Context: an optimization exercise on an open-source flow, tuned for small area. The choices shown serve that exercise and are no tape-out recipe.
At most, simulation tests tie the RTL to the original design; equivalence was not proved.

==> inputs of v13 <==
==> flow/design.v <==
module envelope_bank #(
  parameter int VOICES     = 8,
  parameter int OUT_WIDTH  = 16,
  parameter int FRAC_WIDTH = 8,
  parameter int TICK_DIV   = 1042,
  parameter int LEGATO     = 1,
  localparam int ACC_WIDTH = OUT_WIDTH + FRAC_WIDTH
) (
  input  logic                          clock_50_000_000,
  input  logic                          reset_l,
  input  logic [VOICES-1:0]             note_on,
  input  logic [VOICES-1:0]             note_off,
  input  logic [ACC_WIDTH-1:0]          attack_rate,
  input  logic [ACC_WIDTH-1:0]          decay_rate,
  input  logic [ACC_WIDTH-1:0]          release_rate,
  input  logic [OUT_WIDTH-1:0]          sustain_level,
  output logic [VOICES*OUT_WIDTH-1:0]   envelope,
  output logic [VOICES-1:0]             envelope_end,
  output logic [VOICES-1:0]             active
);
  localparam int CNT_W = 11;
  localparam logic [CNT_W-1:0] CNT_WRAP  = CNT_W'((1 << CNT_W) - TICK_DIV);
  localparam logic [CNT_W-1:0] SW_BASE   = CNT_W'((1 << CNT_W) - 16);
  localparam logic [CNT_W-1:0] CNT_RESET = CNT_W'((1 << CNT_W) - 16 - TICK_DIV);
  localparam logic [2:0] ST_IDLE    = 3'b000;
  localparam logic [2:0] ST_ATTACK  = 3'b001;
  localparam logic [2:0] ST_DECAY   = 3'b011;
  localparam logic [2:0] ST_SUSTAIN = 3'b111;
  localparam logic [2:0] ST_RELEASE = 3'b101;
  localparam logic [ACC_WIDTH-1:0] ACC_ONES = '1;
  logic [2:0]           state_q [8];
  logic [OUT_WIDTH-1:0] acc_q   [8];
  logic [CNT_W-1:0]     cnt_q;
  logic                 end_q;
  wire sweep = (cnt_q[CNT_W-1:3] == SW_BASE[CNT_W-1:3]);
  wire [2:0] idx = cnt_q[2:0];
  logic [CNT_W-1:0] cnt_t;
  assign cnt_t[0] = 1'b1;
  for (genvar i = 1; i < CNT_W; i++) begin : g_inc
    assign cnt_t[i] = cnt_t[i-1] & cnt_q[i-1];
  end
  always_ff @(posedge clock_50_000_000 or negedge reset_l) begin
    if (!reset_l) cnt_q <= CNT_RESET;
    else if (&cnt_q) cnt_q <= CNT_WRAP;
    else cnt_q <= cnt_q ^ cnt_t;
  end
  logic [2:0]           s;
  logic [ACC_WIDTH-1:0] a;
  assign s = state_q[idx];
  logic [OUT_WIDTH-1:0]  ai;
  logic [FRAC_WIDTH-1:0] frac_q [8];    
  assign ai = acc_q[idx];
  assign a  = {ai, frac_q[7]};
  wire is_att = s[0] & !s[1] & !s[2];
  wire is_dec = s[1] & !s[2];
  wire is_rel = s[2] & !s[1];
  wire is_sus = s[2] & s[1];
  logic [ACC_WIDTH-1:0] r;
  always_comb begin
    if (is_att)      r = attack_rate;
    else if (is_dec) r = decay_rate;
    else             r = release_rate;
  end
  wire rz = (r == '0);
  wire sub = !is_att;
  wire [ACC_WIDTH-1:0] b = sub ? ~r : r;
  wire [ACC_WIDTH-1:0] p = a ^ b;
  logic [ACC_WIDTH:0]  cy;
  logic [ACC_WIDTH:0]  sum;
  assign cy[0] = sub;
  for (genvar i = 0; i < ACC_WIDTH; i++) begin : g_add
    assign sum[i]   = p[i] ^ cy[i];
    assign cy[i+1]  = (a[i] & b[i]) | (p[i] & cy[i]);
  end
  assign sum[ACC_WIDTH] = cy[ACC_WIDTH];
  wire cout = cy[ACC_WIDTH];
  wire eq = &p;
  wire [ACC_WIDTH-1:0] sus_floor = {sustain_level, {FRAC_WIDTH{1'b0}}};
  logic [ACC_WIDTH:0] le;
  assign le[FRAC_WIDTH] = ~|sum[FRAC_WIDTH-1:0];
  for (genvar i = FRAC_WIDTH; i < ACC_WIDTH; i++) begin : g_cmp
    assign le[i+1] = (~sum[i] & sus_floor[i]) | (~(sum[i] ^ sus_floor[i]) & le[i]);
  end
  wire below = le[ACC_WIDTH];
  wire att_done = rz | cout | eq;
  wire dec_done = rz | !cout | below;
  wire rel_done = rz | !cout | eq;
  wire is_ri    = !s[1] & (s[2] | !s[0]);
  wire done     = is_att ? att_done : is_dec ? dec_done : is_sus ? 1'b1 : rel_done;
  wire sel_sum  = !done;
  wire sel_ones = is_att & att_done;
  wire sel_sf   = (is_dec & dec_done) | is_sus;
  logic [2:0]           ns;
  logic [ACC_WIDTH-1:0] na;
  assign na = ({ACC_WIDTH{sel_sum}} & sum[ACC_WIDTH-1:0]) | ({ACC_WIDTH{sel_sf}} & sus_floor) |
              {ACC_WIDTH{sel_ones}};
  always_comb begin
    ns = s;
    if (is_att & att_done)      ns = ST_DECAY;
    else if (is_dec & dec_done) ns = ST_SUSTAIN;
    else if (is_ri & rel_done)  ns = ST_IDLE;
  end
  wire end_set = is_rel & rel_done;
  logic [7:0] we;
  for (genvar v = 0; v < 8; v++) begin : g_voice
    wire on_v  = note_on[v];
    wire [2:0] sv = state_q[v];
    wire off_v = note_off[v] & (sv[0] & (sv[1] | !sv[2]));
    assign we[v] = sweep & (idx == 3'(v)) & !on_v & !off_v;
    always_ff @(posedge clock_50_000_000 or negedge reset_l) begin
      if (!reset_l) begin
        state_q[v] <= ST_IDLE;
        acc_q[v]   <= '0;
      end else begin
        if (on_v)       state_q[v] <= ST_ATTACK;
        else if (off_v) state_q[v] <= ST_RELEASE;
        else if (we[v]) state_q[v] <= ns;
        if (we[v]) acc_q[v] <= na[ACC_WIDTH-1:FRAC_WIDTH];
      end
    end
    assign envelope[v*OUT_WIDTH +: OUT_WIDTH] = acc_q[v];
    assign active[v] = state_q[v][0];
    assign envelope_end[v] = end_q & (idx == 3'((v + 1) % 8));
  end
  wire park = (cnt_q[CNT_W-1:6] == 5'b11111) & (cnt_q[5:0] < 6'd42);
  wire ring_clr = (cnt_q < CNT_WRAP);
  always_ff @(posedge clock_50_000_000) begin
    for (int j = 1; j < 7; j++) frac_q[j] <= frac_q[j-1];
    if (!park) frac_q[7] <= frac_q[6];
    if (ring_clr)   frac_q[0] <= '0;
    else if (park)  frac_q[0] <= frac_q[6];
    else if (|we)   frac_q[0] <= na[FRAC_WIDTH-1:0];
    else            frac_q[0] <= frac_q[7];
  end
  always_ff @(posedge clock_50_000_000 or negedge reset_l) begin
    if (!reset_l) end_q <= 1'b0;
    else end_q <= (|we) & end_set;
  end
endmodule
==> flow/flow/run.sh <==
#!/bin/bash
# Own layout flow: the standard synthesis, then an area re-mapping of its
# combinational logic (flip-flops untouched), then the standard layout steps with
# small port buffers and a clock tree of small clusters without dummy loads.
set -euo pipefail
W=$PWD
R=$W/orfs/results/$FLOW_PLATFORM/envelope_bank/base
YOSYS=$(command -v yosys || echo "$FLOW_HOME/../tools/install/yosys/bin/yosys")

bash standard.sh synth > $W/log_1_standard_synth.log 2>&1
cp $R/1_2_yosys.v $W/standard_synth.v

# Re-map with a few ABC seeds in parallel; keep the smallest result.
DONT_USE=$(sed -n '/^export DONT_USE_CELLS/,/^$/p' $FLOW_HOME/platforms/$FLOW_PLATFORM/config.mk | grep -o 'sky130_fd_sc_hd__[a-z0-9_]*' | tr '\n' ' ')
run_remap() {
  local s=$1
  sed "s/@SEED@/$s/" $W/flow/remap_$(( s % 2 )).abc.in > $W/remap_$s.abc
  REMAP_LIB=$FLOW_HOME/platforms/$FLOW_PLATFORM/lib/sky130_fd_sc_hd__tt_025C_1v80.lib \
  REMAP_IN=$W/standard_synth.v REMAP_OUT=$W/remapped_$s.v REMAP_TOP=$FLOW_TOP \
  REMAP_ABC=$W/remap_$s.abc REMAP_DONT_USE="$DONT_USE" \
    $YOSYS -c $W/flow/remap.tcl > $W/log_2_remap_$s.log 2>&1 || return 0
  REMAP_LIB=$FLOW_HOME/platforms/$FLOW_PLATFORM/lib/sky130_fd_sc_hd__tt_025C_1v80.lib \
  REMAP_TOP=$FLOW_TOP EQ_GOLD=$W/standard_synth.v EQ_GATE=$W/remapped_$s.v \
    $YOSYS -c $W/flow/eqcheck.tcl > $W/log_2_eqcheck_$s.log 2>&1 && touch $W/remapped_$s.ok || true
}
for batch in "1 2 3 4" "5 6 7 8" "9 10 11 12" "13 14 15 16"; do
  for s in $batch; do run_remap $s & done
  wait
done
best=$(for s in $(seq 1 16); do
  [[ -f $W/remapped_$s.ok ]] || continue
  a=$(grep "Chip area" $W/remapped_$s.v.stat 2>/dev/null | awk '{print $NF}')
  [[ -n "$a" ]] && echo "$a $s"
done | sort -g | head -1 | awk '{print $2}')
if [[ -n "$best" ]]; then
  echo "picked seed $best" > $W/log_2_remap_pick.log
  cp $W/remapped_$best.v $R/1_2_yosys.v
  rm -f $R/1_synth.odb $R/1_synth.sdc
else
  echo "no re-mapped netlist passed; keeping the standard synthesis" > $W/log_2_remap_pick.log
fi

bash standard.sh \
  "BUFFER_PORTS_ARGS=-buffer_cell sky130_fd_sc_hd__buf_1" \
  "CTS_ARGS=-sink_clustering_enable -repair_clock_nets -dont_use_dummy_load -buf_list sky130_fd_sc_hd__clkbuf_8 -sink_clustering_size 15 -sink_clustering_max_diameter 80" \
  finish > $W/log_3_layout.log 2>&1
==> flow/flow/eqcheck.tcl <==
# Combinational equivalence of a re-mapped netlist against the standard synthesis:
# the flip-flops (black boxes, same instance names) are the cut points.
yosys -import
set lib $::env(REMAP_LIB)
read_liberty -overwrite -ignore_miss_func $lib
foreach m [split [exec sh -c "grep -o 'cell (\"sky130_fd_sc_hd__\[a-z0-9_\]*' $lib | sed 's/cell (\"//' | grep -E '__(df|sdf|edf|sedf|dl|conb|tap|fill|decap|diode)'"] "\n"] {
  blackbox $m
}
read_verilog $::env(EQ_GOLD)
yosys rename $::env(REMAP_TOP) gold
read_verilog $::env(EQ_GATE)
yosys rename $::env(REMAP_TOP) gate
hierarchy -check
flatten gold gate
delete t:\$scopeinfo
opt_clean
yosys rename -hide w:* i:* o:* %u %d
equiv_make gold gate equiv
hierarchy -top equiv
equiv_simple

equiv_status -assert
==> flow/flow/remap.tcl <==
# Re-map the combinational logic of the standard synthesis netlist for area.
# Every flip-flop instance of the standard synthesis is kept as it is (same names,
# same cells); only the gates between them are re-optimised and re-mapped.
yosys -import
set lib $::env(REMAP_LIB)
read_liberty -overwrite -ignore_miss_func -setattr liberty_cell $lib
# sequential, tie and physical cells stay black boxes
foreach m [split [exec sh -c "grep -o 'cell (\"sky130_fd_sc_hd__\[a-z0-9_\]*' $lib | sed 's/cell (\"//' | grep -E '__(df|sdf|edf|sedf|dl|conb|tap|fill|decap|diode)'"] "\n"] {
  blackbox $m
}
read_verilog $::env(REMAP_IN)
hierarchy -top $::env(REMAP_TOP)
flatten
# only ports keep their names; this keeps output ports from becoming aliases (assigns)
yosys rename -hide w:* i:* o:* %u %d
delete t:\$scopeinfo
opt_clean -purge
opt -full
set dont {}
foreach c $::env(REMAP_DONT_USE) {
  lappend dont -dont_use $c
}
abc -script $::env(REMAP_ABC) -liberty $lib {*}$dont
read_liberty -lib -ignore_redef $lib
opt_clean -purge
hilomap -singleton -hicell sky130_fd_sc_hd__conb_1 HI -locell sky130_fd_sc_hd__conb_1 LO
splitnets
opt_clean -purge
hierarchy -top $::env(REMAP_TOP)
check -assert
tee -o $::env(REMAP_OUT).stat stat -liberty $lib
write_verilog -noattr -noexpr -nohex -nodec $::env(REMAP_OUT)
==> flow/flow/remap_0.abc.in <==
strash
&get -n
&deepsyn -T 30 -S @SEED@
&put
&get -n
&dch -f
&nf -R 1000
&put
==> flow/flow/remap_1.abc.in <==
strash
&get -n
&deepsyn -T 30 -S @SEED@
&put
&get -n
&dch -f
&nf -p -F 10 -A 10 -C 32 -R 1000
&put
==> flow/standard.sh <==
#!/bin/bash
# synth_recipe.tcl (not shown) runs the flow's synth.tcl, then flattens the netlist and writes it again
# the make line also repeats each setting of config.mk as NAME=value (left out here)
make -C /OpenROAD-flow-scripts/flow DESIGN_CONFIG=/design/flow/config.mk WORK_HOME=/design/flow/orfs CLKGATE_MAP_FILE= SYNTH_SCRIPT=/design/flow/synth_recipe.tcl "${@:-finish}"
==> flow/config.mk <==
export PLATFORM = sky130hd
export DESIGN_NAME = envelope_bank
export DESIGN_NICKNAME = envelope_bank
export VERILOG_FILES = /design/flow/design.v
export SDC_FILE = /design/flow/constraint.sdc
export NUM_CORES = 4
export LEC_CHECK = 0
export CAP_MARGIN = 20
export CORE_MARGIN = 2
export CORE_UTILIZATION = 65
export SLEW_MARGIN = 20
==> flow/constraint.sdc <==
create_clock -name core_clock -period 20.0 [get_ports {clock_50_000_000}]
set_input_delay 4.0000 -clock core_clock [delete_from_list [all_inputs] [get_ports {clock_50_000_000}]]
set_output_delay 4.0000 -clock core_clock [all_outputs]
set_load 0.01 [all_outputs]
==> v37 (differences from v13) <==
--- a/flow/design.v
+++ b/flow/design.v
@@ -27,11 +27,11 @@
   localparam logic [2:0] ST_DECAY   = 3'b011;
   localparam logic [2:0] ST_SUSTAIN = 3'b111;
   localparam logic [2:0] ST_RELEASE = 3'b101;
+  localparam logic [2:0] ST_ENDED   = 3'b100;   
   localparam logic [ACC_WIDTH-1:0] ACC_ONES = '1;
   logic [2:0]           state_q [8];
   logic [OUT_WIDTH-1:0] acc_q   [8];
   logic [CNT_W-1:0]     cnt_q;
-  logic                 end_q;
   wire sweep = (cnt_q[CNT_W-1:3] == SW_BASE[CNT_W-1:3]);
   wire [2:0] idx = cnt_q[2:0];
   logic [CNT_W-1:0] cnt_t;
@@ -53,7 +53,7 @@
   assign a  = {ai, frac_q[7]};
   wire is_att = s[0] & !s[1] & !s[2];
   wire is_dec = s[1] & !s[2];
-  wire is_rel = s[2] & !s[1];
+  wire is_rel = s[2] & !s[1] & s[0];
   wire is_sus = s[2] & s[1];
   logic [ACC_WIDTH-1:0] r;
   always_comb begin
@@ -98,9 +98,9 @@
     ns = s;
     if (is_att & att_done)      ns = ST_DECAY;
     else if (is_dec & dec_done) ns = ST_SUSTAIN;
+    else if (is_rel & rel_done) ns = ST_ENDED;
     else if (is_ri & rel_done)  ns = ST_IDLE;
   end
-  wire end_set = is_rel & rel_done;
   logic [7:0] we;
   for (genvar v = 0; v < 8; v++) begin : g_voice
     wire on_v  = note_on[v];
@@ -120,7 +120,7 @@
     end
     assign envelope[v*OUT_WIDTH +: OUT_WIDTH] = acc_q[v];
     assign active[v] = state_q[v][0];
-    assign envelope_end[v] = end_q & (idx == 3'((v + 1) % 8));
+    assign envelope_end[v] = state_q[v][2] & !state_q[v][0] & (cnt_q == SW_BASE + CNT_W'(v + 1));
   end
   wire park = (cnt_q[CNT_W-1:6] == 5'b11111) & (cnt_q[5:0] < 6'd42);
   wire ring_clr = (cnt_q < CNT_WRAP);
@@ -132,8 +132,4 @@
     else if (|we)   frac_q[0] <= na[FRAC_WIDTH-1:0];
     else            frac_q[0] <= frac_q[7];
   end
-  always_ff @(posedge clock_50_000_000 or negedge reset_l) begin
-    if (!reset_l) end_q <= 1'b0;
-    else end_q <= (|we) & end_set;
-  end
 endmodule
--- a/flow/flow/run.sh
+++ b/flow/flow/run.sh
@@ -23,11 +23,11 @@
   REMAP_TOP=$FLOW_TOP EQ_GOLD=$W/standard_synth.v EQ_GATE=$W/remapped_$s.v \
     $YOSYS -c $W/flow/eqcheck.tcl > $W/log_2_eqcheck_$s.log 2>&1 && touch $W/remapped_$s.ok || true
 }
-for batch in "1 2 3 4" "5 6 7 8" "9 10 11 12" "13 14 15 16"; do
-  for s in $batch; do run_remap $s & done
-  wait
-done
-best=$(for s in $(seq 1 16); do
+for s in 1 2 3 4; do run_remap $s & done
+wait
+for s in 5 6 7 8; do run_remap $s & done
+wait
+best=$(for s in 1 2 3 4 5 6 7 8; do
   [[ -f $W/remapped_$s.ok ]] || continue
   a=$(grep "Chip area" $W/remapped_$s.v.stat 2>/dev/null | awk '{print $NF}')
   [[ -n "$a" ]] && echo "$a $s"
--- a/flow/config.mk
+++ b/flow/config.mk
@@ -5,7 +5,7 @@
 export SDC_FILE = /design/flow/constraint.sdc
 export NUM_CORES = 4
 export LEC_CHECK = 0
-export CAP_MARGIN = 20
+export CAP_MARGIN = 0
 export CORE_MARGIN = 2
-export CORE_UTILIZATION = 65
-export SLEW_MARGIN = 20
+export CORE_UTILIZATION = 55
+export SLEW_MARGIN = 0
==> v11 (differences from v13) <==
--- a/flow/flow/run.sh
+++ b/flow/flow/run.sh
@@ -40,7 +40,10 @@
   echo "no re-mapped netlist passed; keeping the standard synthesis" > $W/log_2_remap_pick.log
 fi
 
+# Layout: repair may not use buffers larger than buf_4.
+BIG_BUFS="sky130_fd_sc_hd__buf_6 sky130_fd_sc_hd__buf_8 sky130_fd_sc_hd__buf_12 sky130_fd_sc_hd__buf_16 sky130_fd_sc_hd__bufbuf_8 sky130_fd_sc_hd__bufbuf_16"
 bash standard.sh \
+  "DONT_USE_CELLS=$DONT_USE $BIG_BUFS" \
   "BUFFER_PORTS_ARGS=-buffer_cell sky130_fd_sc_hd__buf_1" \
   "CTS_ARGS=-sink_clustering_enable -repair_clock_nets -dont_use_dummy_load -buf_list sky130_fd_sc_hd__clkbuf_8 -sink_clustering_size 15 -sink_clustering_max_diameter 80" \
   finish > $W/log_3_layout.log 2>&1
--- a/flow/config.mk
+++ b/flow/config.mk
@@ -8,4 +8,5 @@
 export CAP_MARGIN = 20
 export CORE_MARGIN = 2
 export CORE_UTILIZATION = 65
+export GPL_TIMING_DRIVEN = 0
 export SLEW_MARGIN = 20
==> v18 (differences from v13) <==
==> flow/design.v, changed modules only <==
module envelope_bank #(
  parameter int VOICES     = 8,
  parameter int OUT_WIDTH  = 16,
  parameter int FRAC_WIDTH = 8,
  parameter int TICK_DIV   = 1042,
  parameter int LEGATO     = 1,
  localparam int ACC_WIDTH = OUT_WIDTH + FRAC_WIDTH
) (
  input  logic                          clock_50_000_000,
  input  logic                          reset_l,
  input  logic [VOICES-1:0]             note_on,
  input  logic [VOICES-1:0]             note_off,
  input  logic [ACC_WIDTH-1:0]          attack_rate,
  input  logic [ACC_WIDTH-1:0]          decay_rate,
  input  logic [ACC_WIDTH-1:0]          release_rate,
  input  logic [OUT_WIDTH-1:0]          sustain_level,
  output logic [VOICES*OUT_WIDTH-1:0]   envelope,
  output logic [VOICES-1:0]             envelope_end,
  output logic [VOICES-1:0]             active
);
  localparam int CNT_W = 11;
  localparam logic [CNT_W-1:0] CNT_WRAP  = CNT_W'((1 << CNT_W) - TICK_DIV);
  localparam logic [CNT_W-1:0] SW_BASE   = CNT_W'((1 << CNT_W) - 16);
  localparam logic [CNT_W-1:0] CNT_RESET = CNT_W'((1 << CNT_W) - 16 - TICK_DIV);
  localparam logic [2:0] ST_IDLE    = 3'b000;
  localparam logic [2:0] ST_ATTACK  = 3'b001;
  localparam logic [2:0] ST_DECAY   = 3'b011;
  localparam logic [2:0] ST_SUSTAIN = 3'b111;
  localparam logic [2:0] ST_RELEASE = 3'b101;
  localparam logic [ACC_WIDTH-1:0] ACC_ONES = '1;
  logic [2:0]           state_q [8];
  logic [OUT_WIDTH-1:0] acc_q   [8];
  logic [CNT_W-1:0]     cnt_q;
  logic                 end_q;
  wire sweep = (cnt_q[CNT_W-1:3] == SW_BASE[CNT_W-1:3]);
  wire [2:0] idx = cnt_q[2:0];
  logic [CNT_W-1:0] cnt_t;
  assign cnt_t[0] = 1'b1;
  for (genvar i = 1; i < CNT_W; i++) begin : g_inc
    assign cnt_t[i] = cnt_t[i-1] & cnt_q[i-1];
  end
  always_ff @(posedge clock_50_000_000 or negedge reset_l) begin
    if (!reset_l) cnt_q <= CNT_RESET;
    else if (&cnt_q) cnt_q <= CNT_WRAP;
    else cnt_q <= cnt_q ^ cnt_t;
  end
  logic [2:0]           s;
  logic [ACC_WIDTH-1:0] a;
  assign s = state_q[idx];
  logic [OUT_WIDTH-1:0]  ai;
  logic [FRAC_WIDTH-1:0] frac_q [9];    
  assign ai = acc_q[idx];
  assign a  = {ai, frac_q[7]};
  wire is_att = (s == ST_ATTACK);
  wire is_dec = (s == ST_DECAY);
  wire is_rel = (s == ST_RELEASE);
  wire is_sus = (s == ST_SUSTAIN);
  logic [ACC_WIDTH-1:0] r;
  always_comb begin
    if (is_att)      r = attack_rate;
    else if (is_dec) r = decay_rate;
    else             r = release_rate;
  end
  wire rz = (r == '0);
  wire sub = !is_att;
  wire [ACC_WIDTH-1:0] b = sub ? ~r : r;
  wire [ACC_WIDTH-1:0] p = a ^ b;
  logic [ACC_WIDTH:0]  cy;
  logic [ACC_WIDTH:0]  sum;
  assign cy[0] = sub;
  for (genvar i = 0; i < ACC_WIDTH; i++) begin : g_add
    assign sum[i]   = p[i] ^ cy[i];
    assign cy[i+1]  = (a[i] & b[i]) | (p[i] & cy[i]);
  end
  assign sum[ACC_WIDTH] = cy[ACC_WIDTH];
  wire cout = cy[ACC_WIDTH];
  wire eq = &p;
  wire [ACC_WIDTH-1:0] sus_floor = {sustain_level, {FRAC_WIDTH{1'b0}}};
  logic [ACC_WIDTH:0] le;
  assign le[FRAC_WIDTH] = ~|sum[FRAC_WIDTH-1:0];
  for (genvar i = FRAC_WIDTH; i < ACC_WIDTH; i++) begin : g_cmp
    assign le[i+1] = (~sum[i] & sus_floor[i]) | (~(sum[i] ^ sus_floor[i]) & le[i]);
  end
  wire below = le[ACC_WIDTH];
  wire att_done = rz | cout | eq;
  wire dec_done = rz | !cout | below;
  wire rel_done = rz | !cout | eq;
  logic [2:0]           ns;
  logic [ACC_WIDTH-1:0] na;
  always_comb begin
    ns = s;
    na = a;
    if (is_att) begin
      if (att_done) begin na = ACC_ONES; ns = ST_DECAY; end
      else na = sum[ACC_WIDTH-1:0];
    end else if (is_dec) begin
      if (dec_done) begin na = sus_floor; ns = ST_SUSTAIN; end
      else na = sum[ACC_WIDTH-1:0];
    end else if (is_sus) begin
      na = sus_floor;
    end else if (is_rel) begin
      if (rel_done) begin na = '0; ns = ST_IDLE; end
      else na = sum[ACC_WIDTH-1:0];
    end
  end
  wire end_set = is_rel & rel_done;
  logic [7:0] we;
  for (genvar v = 0; v < 8; v++) begin : g_voice
    wire on_v  = note_on[v];
    wire off_v = note_off[v] & state_q[v][0] & (state_q[v] != ST_RELEASE);
    assign we[v] = sweep & (idx == 3'(v)) & !on_v & !off_v;
    always_ff @(posedge clock_50_000_000 or negedge reset_l) begin
      if (!reset_l) begin
        state_q[v] <= ST_IDLE;
        acc_q[v]   <= '0;
      end else begin
        if (on_v)       state_q[v] <= ST_ATTACK;
        else if (off_v) state_q[v] <= ST_RELEASE;
        else if (we[v]) state_q[v] <= ns;
        if (we[v]) acc_q[v] <= na[ACC_WIDTH-1:FRAC_WIDTH];
      end
    end
    assign envelope[v*OUT_WIDTH +: OUT_WIDTH] = acc_q[v];
    assign active[v] = state_q[v][0];
    assign envelope_end[v] = end_q & (idx == 3'((v + 1) % 8));
  end
  wire ring9 = (cnt_q[CNT_W-1:5] == 6'b100000) & (!cnt_q[4] | (cnt_q[3:1] == 3'b000));
  wire ring_clr = (cnt_q < CNT_WRAP);
  always_ff @(posedge clock_50_000_000) begin
    for (int j = 1; j < 8; j++) frac_q[j] <= frac_q[j-1];
    frac_q[8] <= frac_q[7];
    if (ring_clr)   frac_q[0] <= '0;
    else if (ring9) frac_q[0] <= frac_q[8];
    else if (|we)   frac_q[0] <= na[FRAC_WIDTH-1:0];
    else            frac_q[0] <= frac_q[7];
  end
  always_ff @(posedge clock_50_000_000 or negedge reset_l) begin
    if (!reset_l) end_q <= 1'b0;
    else end_q <= (|we) & end_set;
  end
endmodule
==> flow/flow/run.sh (replaced) <==
#!/bin/bash
# Own layout flow: the standard synthesis, then an area re-mapping of its
# combinational logic (flip-flops untouched), then the standard layout steps with
# small port buffers and a clock tree without dummy loads.
set -euo pipefail
W=$PWD
R=$W/orfs/results/$FLOW_PLATFORM/envelope_bank/base
YOSYS=$(command -v yosys || echo "$FLOW_HOME/../tools/install/yosys/bin/yosys")

bash standard.sh synth > $W/log_1_standard_synth.log 2>&1
cp $R/1_2_yosys.v $W/standard_synth.v

DONT_USE=$(sed -n '/^export DONT_USE_CELLS/,/^$/p' $FLOW_HOME/platforms/$FLOW_PLATFORM/config.mk | grep -o 'sky130_fd_sc_hd__[a-z0-9_]*' | tr '\n' ' ')
REMAP_LIB=$FLOW_HOME/platforms/$FLOW_PLATFORM/lib/sky130_fd_sc_hd__tt_025C_1v80.lib \
REMAP_IN=$W/standard_synth.v REMAP_OUT=$W/remapped.v REMAP_TOP=$FLOW_TOP \
REMAP_ABC=$W/flow/remap.abc REMAP_DONT_USE="$DONT_USE" \
  $YOSYS -c $W/flow/remap.tcl > $W/log_2_remap.log 2>&1

cp $W/remapped.v $R/1_2_yosys.v
rm -f $R/1_synth.odb $R/1_synth.sdc

bash standard.sh \
  "BUFFER_PORTS_ARGS=-buffer_cell sky130_fd_sc_hd__buf_1" \
  "CTS_ARGS=-sink_clustering_enable -repair_clock_nets -dont_use_dummy_load -buf_list sky130_fd_sc_hd__clkbuf_8 -sink_clustering_size 15 -sink_clustering_max_diameter 80" \
  finish > $W/log_3_layout.log 2>&1
==> flow/flow/remap.abc (new file) <==
strash
&get -n
&deepsyn -T 30
&put
&get -n
&dch -f
&nf -R 1000
&put
--- a/flow/flow/remap.tcl
+++ b/flow/flow/remap.tcl
@@ -11,8 +11,6 @@
 read_verilog $::env(REMAP_IN)
 hierarchy -top $::env(REMAP_TOP)
 flatten
-# only ports keep their names; this keeps output ports from becoming aliases (assigns)
-yosys rename -hide w:* i:* o:* %u %d
 delete t:\$scopeinfo
 opt_clean -purge
 opt -full
@@ -26,6 +24,7 @@
 hilomap -singleton -hicell sky130_fd_sc_hd__conb_1 HI -locell sky130_fd_sc_hd__conb_1 LO
 splitnets
 opt_clean -purge
+insbuf -buf sky130_fd_sc_hd__buf_1 A X
 hierarchy -top $::env(REMAP_TOP)
 check -assert
 tee -o $::env(REMAP_OUT).stat stat -liberty $lib
--- a/flow/config.mk
+++ b/flow/config.mk
@@ -7,5 +7,6 @@
 export LEC_CHECK = 0
 export CAP_MARGIN = 20
 export CORE_MARGIN = 2
-export CORE_UTILIZATION = 65
+export CORE_UTILIZATION = 55
+export GPL_TIMING_DRIVEN = 0
 export SLEW_MARGIN = 20
removed: flow/flow/eqcheck.tcl
removed: flow/flow/remap_0.abc.in
removed: flow/flow/remap_1.abc.in
==> results.yml <==
worst_setup_path:
  timing.critical_path.required_ns: 20.42
  crit_path_max_incr_delay_ns: 0.74
yosys:
  syn-mean-instance-area_um2: 11.0
outcome:
  result_of_the_run: "no timing/DRC/antenna violations"
global_routing:
  first_global_vias: 9514
  grt_antenna_before_repair: 1
power_and_ir_drop:
  post-layout-total-power_w: 0.000950
final_layout:
  ant_diodes: 2
  seqAreaFraction_pct: 47.2
  non_clock_buffer_count: 276
  most-common-layout-cells: "248 x buf_1, 156 x dfrtp_1, 129 x o22a_1"
  finish.instance_area_mm2: 0.0116
placed_design:
  placed_cells: 1362
routing:
  met2_wirelength_mm: 16.1
the above is filed under v13

==> results.yml <==
power_and_ir_drop:
  post-layout-total-power_w: 0.000809
worst_setup_path:
  crit_path_max_incr_delay_ns: 0.85
  timing.critical_path.required_ns: 20.41
final_layout:
  ant_diodes: 2
  finish.instance_area_mm2: 0.0129
  seqAreaFraction_pct: 43.0
  non_clock_buffer_count: 414
  most-common-layout-cells: "392 x buf_1, 202 x nand2_1, 167 x o21ai_0"
placed_design:
  placed_cells: 1763
global_routing:
  grt_antenna_before_repair: 3
  global_route.usage.total_pct: 34.8
  first_global_vias: 9660
routing:
  met2_wirelength_mm: 17.3
yosys:
  syn-mean-instance-area_um2: 8.82
worst_hold_path:
  worstHoldPathType: "reg2reg"
run:
  max-cap-violations: 0
outcome:
  result_of_the_run: "no timing/DRC/antenna violations"
the above is filed under v18

==> results.yml <==
final_layout:
  non_clock_buffer_count: 285
  seqAreaFraction_pct: 45.9
  finish.instance_area_mm2: 0.0119
  most-common-layout-cells: "248 x buf_1, 195 x nor2_1, 180 x a21oi_1"
global_routing:
  first_global_vias: 9516
  grt_antenna_before_repair: 0
outcome:
  result_of_the_run: "no timing/DRC/antenna violations"
worst_setup_path:
  crit_path_max_incr_delay_ns: 0.55
  timing.critical_path.required_ns: 20.46
placed_design:
  placed_cells: 1562
power_and_ir_drop:
  power.clock.total_w: 0.000231
yosys:
  syn-mean-instance-area_um2: 9.61
routing:
  met2_wirelength_mm: 16.5
the above is filed under v37

==> results.yml <==
final_layout:
  ant_diodes: 2
  most-common-layout-cells: "248 x buf_1, 156 x dfrtp_1, 129 x o22a_1"
  non_clock_buffer_count: 281
  finish.instance_area_mm2: 0.0116
placed_design:
  placed_cells: 1367
routing:
  detailroute.wirelength.met3_mm: 5.00
  met2_wirelength_mm: 15.8
  routedWlPerCell_um: 25.4
worst_setup_path:
  timing.critical_path.arrival_ns: 15.31
  crit_path_max_incr_delay_ns: 0.97
global_routing:
  first_global_vias: 9184
  grt_antenna_before_repair: 0
yosys:
  syn-mean-instance-area_um2: 11.0
outcome:
  result_of_the_run: "no timing/DRC/antenna violations"
power_and_ir_drop:
  post-layout-total-power_w: 0.000946
the above is filed under v11

No functional check of the RTL was part of v37 and v18.

-- static timing again, ports no longer ideal --
The results above use ideal ports. As a check the final layouts listed here were re-extracted and re-timed, cells and wires unchanged. Step 1: set_driving_cell puts a clkbuf_16 on clock_50_000_000 and a buf_2 on each other input, an assumption about the parent block. Step 2, shift: input delay + t, output delay - t, t = (earliest + latest rising clock arrival at the registers) / 2. This alone moves slack from input paths to output paths. Three values: ideal ports, drivers, drivers and shift; two values: the first two.
| run | t (ns) | slack for setup (ns) | hold WS [ns] | pins driven straight from the clock port |
|---|---|---|---|---|
| v13 | 0.549 | 6.272 / 6.293 / 5.744 | 0.328 / 0.328 / 0.328 | 1 |
| v37 | 0.541 | 6.779 / 6.787 / 6.246 | 0.298 / 0.298 / 0.298 | 1 |
| v11 | 0.545 | 5.098 / 5.098 / 5.098 | 0.325 / 0.325 / 0.325 | 1 |
| v18 | 0.564 | 5.275 / 5.275 / 5.275 | 0.304 / 0.304 / 0.304 | 1 |
After both steps every run listed still meets setup and hold. For v37, which loses most, drivers alone change the setup slack by +0.008 ns; drivers and shift together by -0.533 ns.
